Context: an optimization exercise on an open-source flow, tuned for small area, a short achievable clock period and few clock cycles per item. The choices shown serve that exercise and are no tape-out recipe. No functional check of the RTL was part of this run. No activity file was given, so power comes from the tool's default toggle rates.

--- run.sh ---
#!/bin/bash
# synth_recipe.tcl (not shown) runs the flow's synth.tcl, then flattens the netlist and writes it again
# the make line also repeats each setting of config.mk as NAME=value (left out here)
make -C /OpenROAD-flow-scripts/flow DESIGN_CONFIG=/design/flow/config.mk WORK_HOME=/design/flow/orfs CLKGATE_MAP_FILE= SYNTH_SCRIPT=/design/flow/synth_recipe.tcl finish
--- config.mk ---
export PLATFORM = sky130hd
export DESIGN_NAME = muldiv_ctrl
export DESIGN_NICKNAME = muldiv_ctrl
export VERILOG_FILES = /design/flow/design.v
export SDC_FILE = /design/flow/constraint.sdc
export NUM_CORES = 4
export LEC_CHECK = 0
export CAP_MARGIN = 20
export CORE_MARGIN = 2
export CORE_UTILIZATION = 40
export SETUP_SLACK_MARGIN = 4
export SLEW_MARGIN = 20
--- constraint.sdc ---
create_clock -name core_clock -period 10.0 [get_ports {clk}]
set_input_delay 2.0000 -clock core_clock [delete_from_list [all_inputs] [get_ports {clk}]]
set_output_delay 2.0000 -clock core_clock [all_outputs]
set_load 0.01 [all_outputs]
--- design.v ---
package muldiv_pkg;
  localparam int unsigned XLEN = 32;
  localparam int unsigned P_MUL   = 0;   
  localparam int unsigned P_DNORM = 1;   
  localparam int unsigned P_DIV   = 2;   
  localparam int unsigned P_DFIX  = 3;   
endpackage
module div_step (
  input  logic [32:0] r,
  input  logic [33:0] x,
  input  logic        cin,
  input  logic [36:0] sum,
  input  logic        rneg,
  output logic [32:0] r_out,
  output logic        q
);
  logic [33:0] ra, t, g;
  logic        zero;
  assign ra   = {r[32], r};
  assign t    = ra ^ x;
  assign g    = {ra[32:0] | x[32:0], cin};
  assign zero = (t == g);
  assign q     = rneg ? (sum[36] | zero) : ~sum[36];
  assign r_out = q ? sum[32:0] : r;
endmodule
import muldiv_pkg::*;
module muldiv_ctrl (
  input  logic            clk,
  input  logic            resetn,
  input  logic            op_valid,
  input  logic [1:0]      mult,
  input  logic [1:0]      div,
  input  logic [1:0]      mfhl,
  input  logic [1:0]      mthl,
  input  logic [XLEN-1:0] src_a,
  input  logic [XLEN-1:0] src_b,
  input  logic            flush,
  output logic            stall,
  output logic            busy,
  output logic [XLEN-1:0] hi,
  output logic [XLEN-1:0] lo,
  output logic [XLEN-1:0] mf_data
);
  logic [3:0]  phase;     
  logic        busy_q;
  logic [4:0]  cnt, lim;
  logic [32:0] R;         
  logic [31:0] Q;         
  logic [33:0] X;         
  logic        dsub;      
  logic        rneg;      
  logic        qneg;      
  logic        msgn;      
  logic [1:0]  mlen;      
  logic any_op;
  assign any_op  = |{mult, div, mfhl, mthl};
  assign busy    = busy_q;
  assign stall   = op_valid & any_op & busy_q & ~flush;
  assign mf_data = mfhl[1] ? hi : lo;
  function automatic [1:0] blen;
    input [31:0] x;
    input        sg;
    begin
      if (sg && x[31])
        blen = (&x[31:7])  ? 2'd0 :
               (&x[31:15]) ? 2'd1 :
               (&x[31:23]) ? 2'd2 : 2'd3;
      else
        blen = (~|x[31:8])  ? 2'd0 :
               (~|x[31:16]) ? 2'd1 :
               (~|x[31:24]) ? 2'd2 : 2'd3;
    end
  endfunction
  function automatic [5:0] bitlen;
    input [31:0] x;
    integer i;
    begin
      bitlen = 6'd0;
      for (i = 0; i < 32; i = i + 1)
        if (x[i]) bitlen = 6'(i + 1);
    end
  endfunction
  logic        msg, dsg, sa, sb;
  logic [1:0]  la, lb;
  logic        swap;
  logic [31:0] m_op, x_op;
  logic [31:0] a_mag, b_mag;    
  logic [31:0] a_smear;
  logic        div_zero_q;
  logic [5:0]  na, nb;
  logic [5:0]  shd;
  assign msg = mult[0];
  assign dsg = div[0];
  assign la  = blen(src_a, msg);
  assign lb  = blen(src_b, msg);
  assign swap = (la < lb);
  assign m_op = swap ? src_a : src_b;
  assign x_op = swap ? src_b : src_a;
  assign sa = dsg & src_a[31];
  assign sb = dsg & src_b[31];
  assign a_mag = sa ? {~src_a[30:0], 1'b1} : src_a;
  assign b_mag = sb ? (~src_b | 32'd1) : src_b;
  always_comb begin
    a_smear = a_mag;
    a_smear = a_smear | (a_smear >> 1);
    a_smear = a_smear | (a_smear >> 2);
    a_smear = a_smear | (a_smear >> 4);
    a_smear = a_smear | (a_smear >> 8);
    a_smear = a_smear | (a_smear >> 16);
  end
  assign div_zero_q = |(b_mag & ~a_smear);
  assign na  = bitlen(a_mag);
  assign nb  = bitlen(b_mag);
  assign shd = na - nb;
  logic        m_last, neg3, in_div, cin;
  logic [3:0]  nib;
  logic [36:0] xe, r0, r1, r2, r3, msum;
  logic [32:0] m_rn;
  logic [31:0] m_qn;
  logic [64:0] m_p;
  logic [31:0] m_hi, m_lo;
  assign m_last = (cnt == lim);
  assign in_div = phase[P_DIV];
  assign neg3   = msgn & m_last & ~in_div;
  assign nib    = in_div ? 4'b0001 : Q[3:0];
  assign cin    = in_div ? dsub : (Q[3] & neg3);
  assign xe     = {{3{X[33]}}, X};
  assign r0     = nib[0] ? xe : 37'd0;
  assign r1     = nib[1] ? {xe[35:0], 1'b0} : 37'd0;
  assign r2     = nib[2] ? {xe[34:0], 2'b0} : 37'd0;
  assign r3     = nib[3] ? ({xe[33:0], 3'b0} ^ {37{neg3}}) : 37'd0;
  assign msum   = {{4{R[32]}}, R} + r0 + r1 + r2 + r3 + {36'd0, cin};
  assign m_rn   = msum[36:4];
  assign m_qn   = {msum[3:0], Q[31:4]};
  assign m_p    = {m_rn, m_qn};
  always_comb begin
    case (mlen)
      2'd3:    {m_hi, m_lo} = m_p[63:0];
      2'd2:    {m_hi, m_lo} = {{7{m_p[64]}},  m_p[64:8]};
      2'd1:    {m_hi, m_lo} = {{15{m_p[64]}}, m_p[64:16]};
      default: {m_hi, m_lo} = {{23{m_p[64]}}, m_p[64:24]};
    endcase
  end
  logic [32:0] d_rn;
  logic        d_q;
  logic [31:0] d_qn;
  logic [33:0] x_norm;
  div_step u_div_step (
    .r    (R),
    .x    (X),
    .cin  (dsub),
    .sum  (msum),
    .rneg (rneg),
    .r_out(d_rn),
    .q    (d_q)
  );
  assign d_qn   = {Q[30:0], d_q};
  assign x_norm = (X << lim) ^ {34{dsub}};
  always_ff @(posedge clk or negedge resetn) begin
    if (!resetn) begin
      phase  <= 4'd0;
      busy_q <= 1'b0;
      hi     <= '0;
      lo     <= '0;
    end else if (flush) begin
      phase  <= 4'd0;
      busy_q <= 1'b0;
    end else if (!busy_q) begin
      if (op_valid) begin
        if (mthl[1]) hi <= src_a;
        if (mthl[0]) lo <= src_a;
        if (|mult) begin
          phase[P_MUL] <= 1'b1;
          busy_q       <= 1'b1;
        end
        if ((|div) && (src_b != 32'd0)) begin
          if (div_zero_q) begin
            hi <= src_a;
            lo <= 32'd0;
          end else begin
            phase[P_DNORM] <= 1'b1;
            busy_q         <= 1'b1;
          end
        end
      end
    end else begin
      if (phase[P_MUL] && m_last) begin
        hi           <= m_hi;
        lo           <= m_lo;
        phase[P_MUL] <= 1'b0;
        busy_q       <= 1'b0;
      end
      if (phase[P_DNORM]) begin
        phase[P_DNORM] <= 1'b0;
        phase[P_DIV]   <= 1'b1;
      end
      if (phase[P_DIV] && (cnt == lim)) begin
        phase[P_DIV] <= 1'b0;
        if (qneg) begin
          phase[P_DFIX] <= 1'b1;
        end else begin
          hi     <= d_rn[31:0];
          lo     <= d_qn;
          busy_q <= 1'b0;
        end
      end
      if (phase[P_DFIX]) begin
        hi            <= R[31:0];
        lo            <= -Q;
        phase[P_DFIX] <= 1'b0;
        busy_q        <= 1'b0;
      end
    end
  end
  always_ff @(posedge clk) begin
    if (!busy_q) begin
      cnt <= 5'd0;
      if (|mult) begin
        R    <= 33'd0;
        Q    <= m_op;
        X    <= {{2{msg & x_op[31]}}, x_op};
        msgn <= msg & m_op[31];
        mlen <= swap ? la : lb;
        lim  <= {(swap ? la : lb), 1'b1};
      end else begin
        R    <= {sa, src_a};
        Q    <= 32'd0;
        X    <= {{2{sb}}, src_b};
        dsub <= (sa == sb);
        rneg <= sa;
        qneg <= sa ^ sb;
        lim  <= shd[4:0];
      end
    end else if (phase[P_MUL]) begin
      cnt <= cnt + 5'd1;
      R   <= m_rn;
      Q   <= m_qn;
    end else if (phase[P_DNORM]) begin
      X   <= x_norm;
    end else if (phase[P_DIV]) begin
      cnt <= cnt + 5'd1;
      R   <= d_rn;
      Q   <= d_qn;
      X   <= {X[33], X[33:1]};
    end
  end
endmodule
==> run summary <==
outcome=no timing/DRC/antenna violations; Critical Path AT=6.60 ns; most common cell after layout, fill and taps aside=nand2_1; total power=roughly 12 mW; worst vdd ir=0.347 mV; post-DR wirelength/cell=32.2 µm; Hold Crit Class=register to register; pwr dens=396 nW/µm²; initial antenna violation count=4; Clock Path Buffers=2; Synth Net Count=3,425; maximum capacitance violations=0; Slew Limit Fails=0; CP top delay family=compound AO/OA/AOI/OAI gates; R2R Setup Slk=3.85 ns; Fin Clk Skew=0.0198 ns; number of buffers added on ports=173; worst-margin pin slew=1.39 ns; Async SR Flop Fraction=a little under two fifths; CP endpoint kind=register; Area growth, synth to finish=16.9%; number of synthesized flops with an enable pin=110; CTS Hold Bufs=0; dominant cell type by area after synthesis=edfxtp_1; setup ws final=roughly 3.8 ns; clock-pin slew on the worst setup and hold paths=0.08 ns; htree depth=4; Critical Path, Cell by Cell=clkdlybuf4s50_1 > and4_1 > a2bb2oi_1 > a221oi_1 > mux2i_1 > o211ai_1 > and4b_1 > a21oi_2 > buf_4 > nor2_1 > o22ai_1 > a211o_1; prevailing post-synth register cell=edfxtp_1; Synth Instances=3,166; GRT Resource Usage Total=38.1%; critical path endpoint=hi[24]; register area share after synthesis=19.9%; global-route wire length before repair=187 mm; clock sink total=184; RSZ-0062 raised after global routing=yes; commonest non-fill, non-tap cells in the layout=nand2_1, nor2_1, o21ai_0; CTS tree=yes; WL final=130 mm; Final HPWL DP=91.2 mm; Hold WS=0.553 ns; root buffer cell=clkbuf_16; Leakage=~12 nW; Synth cell types=slightly above 90; Placer Congestion=1.03; number of global-route vias before repair=26,900; die area=between 60,000 and 70,000 µm²; largest net degree at the start of global routing=75; vias per cell=~7; worst-skew pair later-pin latency=0.51 ns; Die Wd=258 µm; Relative slew margins=6.83%; row cnt=93; mapped cell area=25,800 µm²; Startpoint Class=primary input; Fmax=161 MHz; WHS Path Cells=2; die height=258 µm; CP max-delay cell=clkdlybuf4s50_1; final setup vio count=0; Setup CP Type=primary input to register; drt pass-1 iters=8; Max FO, Critical Path=13; initial core utilization=40.2%; Nets=3,445; dpl ws=2.46 ns; Reg2Reg Depth=24; vias post-DR=approximately 28,000; layout cell share with drive strength beyond 1=13.3%; worst path bufs/invs=2; Critical Path Start=src_a[18]; synthesized flop and latch total=184; Synth warnings=1; min Tclk post-route=6.21 ns; top cells by area, synth=edfxtp_1, fa_1, dfrtp_1; grt ovf=0; Tcrit/Tclk final=62.1%; Initial DRC Count=3,969; top-area cell type share of the netlist area=12.8%; Crit Reg-Reg Startpoint=Q[3]; io pins=174; Post-Route Setup TNS=0 ns; post-route ant nets=0; Slowest Stage Delay on Critical Path=0.99 ns; CP Data Required Time=10.39 ns; total CTS buffers=17; WP depth=12; core area=64,100 µm²; reg2reg end=hi[7]; Synth Area per Inst=8.14 µm²; final count of hold timing violations=0; DRC violations left=0
repair_timing:
item,CTS,global route
pin swaps,22,30
endpoints found under the setup margin,95,80
buffers inserted,41,23
gates cloned,10,2
resized for setup,85,111
metal layers:
metal	vias up	wire length, µm	GRT usage (%)
li1	11700	-	-
met1	13800	48500	49.7
met4	4	9900	24.1
met5	-	32	0
met2	2333	54700	55.8
met3	519	17300	10.3
registers in the layout (all words and copies together), names as in the netlist:
register and cells:
Q 32, lim 5, qneg 1, cnt 5
hi 32, lo 32, X 34, rneg 1
dsub 1, msgn 1, R 33, busy_q 1
mlen 2, phase 4
cell families after synthesis:
family | Yosys count | share of synthesized area, %
compound gates | 892 | 23.1
mux | 270 | 12.8
flops | 184 | 19.9
xor+xnor | 176 | 6.04
simple gates | 1019 | 19.3
fa+ha+maj | 183 | 12.0
buf+inv | 442 | 6.90
synthesized netlist by cell type, drive strengths merged (25+ instances only):
cell type    n
xnor2      107
o21ai      195
a21oi      194
a21o        34
nor2       238
mux2i      164
nand2      300
nor4        25
fa         106
a31oi       42
buf         79
a211oi      39
nand4       44
o22ai       70
nand2b      26
xor2        68
dfrtp       69
ha          77
inv        121
nand3       71
nor3       104
and2        58
mux2        65
clkbuf     237
mux4        41
or3         28
nor2b       25
edfxtp     110
o211ai      47
worst min path at each step:
stage            from  endpoint  slack, ns
2_1_floorplan  cnt[1]    cnt[1]       0.47
3_5_place_dp   cnt[1]    cnt[1]       0.50
3_3_place_gp   cnt[1]    cnt[1]       0.49
4_1_cts        cnt[1]    cnt[1]       0.53
5_1_grt        lo[16]    lo[16]       0.58
6_report       lo[16]    lo[16]       0.55
worst reg2reg max path: cells and delay by family, from the launching register on:
kind / cells / cell delay [ns]
AOI/OAI and AO/OA: 6 / 1.38
adders and majority gates: 5 / 1.55
buffers and inverters: 6 / 0.54
DFF: 1 / 0.74
muxes: 2 / 0.72
and+or+nand+nor: 5 / 1.09
report_power, final:
| group | switching (mW) | internal, mW | leakage, nW | total [mW] |
|---|---|---|---|---|
| logic | 5.83 | 3.84 | 9.61 | 9.67 |
| clock network | 0.369 | 0.332 | 0.264 | 0.701 |
| registers | 0.504 | 1.05 | 2.04 | 1.55 |
| total | 6.70 | 5.22 | 11.9 | 11.9 |
per-stage QoR:
stage | area (µm²) | utilization (%) | std cells
6_report | 30100 | 47.0 | 4055
3_3_place_gp | 27900 | 43.4 | 3945
4_1_cts | 29400 | 45.8 | 4028
3_5_place_dp | 27900 | 43.5 | 3945
5_1_grt | 30100 | 47.0 | 4054
2_1_floorplan | 25800 | - | 3166
layout make-up:
type / count / area [µm²]
diodes: 1 / 2.50
clock buffers: 19 / 443
clock inverters: 13 / 113
fillers: 6188 / 34000
inverters: 126 / 488
multi-input cells: 2540 / 19500
flip-flops and latches: 184 / 5140
well taps: 855 / 1070
repair buffers: 317 / 3340

[port drivers added, routing unchanged]
How much do the figures lean on ideal ports? The routed layout below was timed once more, with nothing changed but the port constraints.
Step 1: set_driving_cell puts a clkbuf_16 on clk and a buf_2 on each other input, an assumption about the parent block.
Step 2 also shifts input and output timing later by t, the mid clock arrival at the registers, as if the neighbouring blocks saw the same clock.
Slacks: ideal / step 1 / step 2; pairs: ideal / step 1.
t (ns): 0.574
setup WS [ns]: 3.792 / 3.835 / 3.261
hold slack, ns: 0.553 / 0.553 / 0.553
slew at the worst register clock pin (ns): 0.09 / 0.09
After both steps this run still meets setup and hold. The setup slack of this run moves by +0.043 ns with the drivers and by -0.531 ns with both steps.
